This is an optimization exercise on Yosys and OpenROAD, whose aim is small area and few clock cycles, not a production implementation. Only simulation tests tie the RTL to the original design; equivalence was not proved.

## job 8165
==> flow/design.v (excerpt) <==
module rgb_to_hsv_converter_unit #(
    parameter logic [16:0] REG_AT = 17'b00100100100100101
) (
    input  logic        aclk,
    input  logic        aresetn,
    input  logic        s_tvalid,
    output logic        s_tready,
    input  logic [23:0] s_tdata,    
    output logic        m_tvalid,
    input  logic        m_tready,
    output logic [39:0] m_tdata     
);
Size: about 2700 cells after synthesis, about 290 flip-flops, ~70 I/O pins.
clock: 5.0 ns
lec_check: 0
abc_area: 1
cap_margin: 20
core_margin: 2
core_utilization: 50
cts_buf_list: sky130_fd_sc_hd__clkbuf_8
cts_cluster_size: 30
slew_margin: 20
run.sh (not shown) runs the stock make flow with config.mk's settings and CLKGATE_MAP_FILE= SYNTH_SCRIPT=/design/flow/synth_recipe.tcl, a recipe that flattens the netlist after the stock synthesis.
Testbench counts of job 8165, summed over its fixed seeds: cycles 32,816.
Inputs modified between job 8165 and job 5076:
Settings: removing CTS_CLUSTER_SIZE (formerly 30); setting TNS_END_PERCENT to 5 for the first time; removing CTS_BUF_LIST (formerly sky130_fd_sc_hd__clkbuf_8); changing CORE_UTILIZATION from 50 to 40.
Notes after the runs:
Per the final summary, job 8165 finished and its layout is clean on timing, DRC and antenna. Job 5076 finished end to end and its layout was clean on timing, DRC and antenna. Number of cells on the critical path ends up lower on job 5076. Job 8165 and job 5076 ended up with nearly the same fraction of standard cell area that is sequential. Comparing die footprint for job 8165 and job 5076, the smaller number came from job 8165. Hold slack: job 5076 vs job 8165 up 0.0084 ns. Maximum net fanout on the critical path, job 8165 and job 5076, lower one = job 5076. Job 5076 has tap cell instance count above what job 8165 had. Delta (job 5076 minus job 8165): wire length went down.
The inputs of job 7273 differ from those of job 5076 as listed below.
Settings: putting PLACE_DENSITY at 0.75 where nothing was set; clearing TNS_END_PERCENT, which used to be 5.
Results
The final report for job 7273 shows a completed flow and a layout that fails verification, specifically negative setup slack.
Summary of job 7273 over job 5076: number of tap cells inserted flat, overall track demand over capacity in global routing down 0.86 points, cts-stage hold buffer count flat.
Compared with job 5076, in job 7273 post-layout utilization of the core climbed 0.21 points; fraction of area in non-clock buffers barely changed.
NOTE: worst setup slack before clock tree synthesis in job 7273 exceeds that of job 5076
Edits applied to the flow inputs when going from job 7273 to job 1322:
Settings: PLACE_DENSITY no longer set, was 0.75.
==> flow/flow/run.sh (new file) <==
#!/bin/bash
set -euo pipefail
export SYNTH_OPERATIONS_ARGS="-nofsm"
export BUFFER_PORTS_ARGS="-buffer_cell sky130_fd_sc_hd__buf_2"
bash standard.sh ABC_DRIVER_CELL=sky130_fd_sc_hd__buf_4 finish > standard.log 2>&1
==> flow/standard.sh (new file) <==
#!/bin/bash
# synth_recipe.tcl (not shown) runs the flow's synth.tcl, then flattens the netlist and writes it again
# the make line also repeats each setting of config.mk as NAME=value (left out here)
make -C /OpenROAD-flow-scripts/flow DESIGN_CONFIG=/design/flow/config.mk WORK_HOME=/design/flow/orfs CLKGATE_MAP_FILE= SYNTH_SCRIPT=/design/flow/synth_recipe.tcl "${@:-finish}"
removed: flow/run.sh
## What came out
- Job 7273 had finished all stages when the layout checks came back failing, citing negative setup slack.
- Job 1322 went all the way through the flow, and no timing, DRC or antenna check failed.
- Changes observed in job 1322 relative to job 7273: full die area moved down.
- On summed area of non-filler cells in the final layout, job 7273 loses to job 1322.
- Going from job 7273 to job 1322, layout inverter count without the clock tree moved down; final design utilization moved down.
The inputs of job 1960 differ from those of job 1322 as listed below.
Settings: changing CAP_MARGIN from 20 to 5; changing SLEW_MARGIN from 20 to 5.
==> flow/run.sh (new file) <==
#!/bin/bash
# synth_recipe.tcl (not shown) runs the flow's synth.tcl, then flattens the netlist and writes it again
# the make line also repeats each setting of config.mk as NAME=value (left out here)
make -C /OpenROAD-flow-scripts/flow DESIGN_CONFIG=/design/flow/config.mk WORK_HOME=/design/flow/orfs CLKGATE_MAP_FILE= SYNTH_SCRIPT=/design/flow/synth_recipe.tcl finish
removed: flow/flow/run.sh
removed: flow/standard.sh
Notes after the runs:
- Between job 1960 and job 1322, it is job 1960 whose number of cells traversed by the worst register-to-register path is higher, by about 32%.
- Final cell count without fillers (higher): job 1960
- Per the comparison of job 1960 with job 1322, portion of the layout cell area used by clock cells went down 0.36 points, critical-path maximum fanout went up 1, required time of the critical path went down 0.06 ns, global-route track usage on met3 went up 0.44 points.
- Job 1960 vs job 1322: combined area of all synthesized cells up in job 1960
- Going from job 1322 to job 1960, sequential share of layout area shrinks by 2.0 points.

-- static timing again, ports no longer ideal --
No port has a modelled driver above. Below, the same layouts with a new extraction and two added sets of constraints. Step 1, drivers: a clkbuf_16 drives aclk and a buf_2 each remaining input, both assumed. Step 2, shift: input delay + t, output delay - t, t = (earliest + latest rising clock arrival at the registers) / 2. This alone moves slack from input paths to output paths. a / b / c = ideal ports / drivers / drivers and shift; a / b = the first two.
| run | t, ns | slack for setup (ns) | hold slack, ns | worst data-port slew with drivers (ns) | pins driven straight from the clock port |
|---|---|---|---|---|---|
| job 8165 | 0.655 | 0.180 / 0.180 / 0.080 | 0.406 / 0.406 / 0.406 | 0.04 | 1 |
| job 5076 | 0.587 | 0.058 / 0.004 / 0.083 | 0.414 / 0.414 / 0.414 | 0.03 | 1 |
| job 7273 | 0.597 | -0.026 / -0.026 / -0.026 | 0.409 / 0.409 / 0.409 | 0.03 | 1 |
| job 1322 | 0.562 | 0.188 / 0.188 / 0.101 | 0.411 / 0.411 / 0.411 | 0.03 | 1 |
| job 1960 | 0.601 | 0.217 / 0.217 / 0.101 | 0.416 / 0.416 / 0.416 | 0.04 | 1 |
The setup slack of job 1960, which loses most, moves by 0.000 ns with the drivers and by -0.116 ns with both steps.
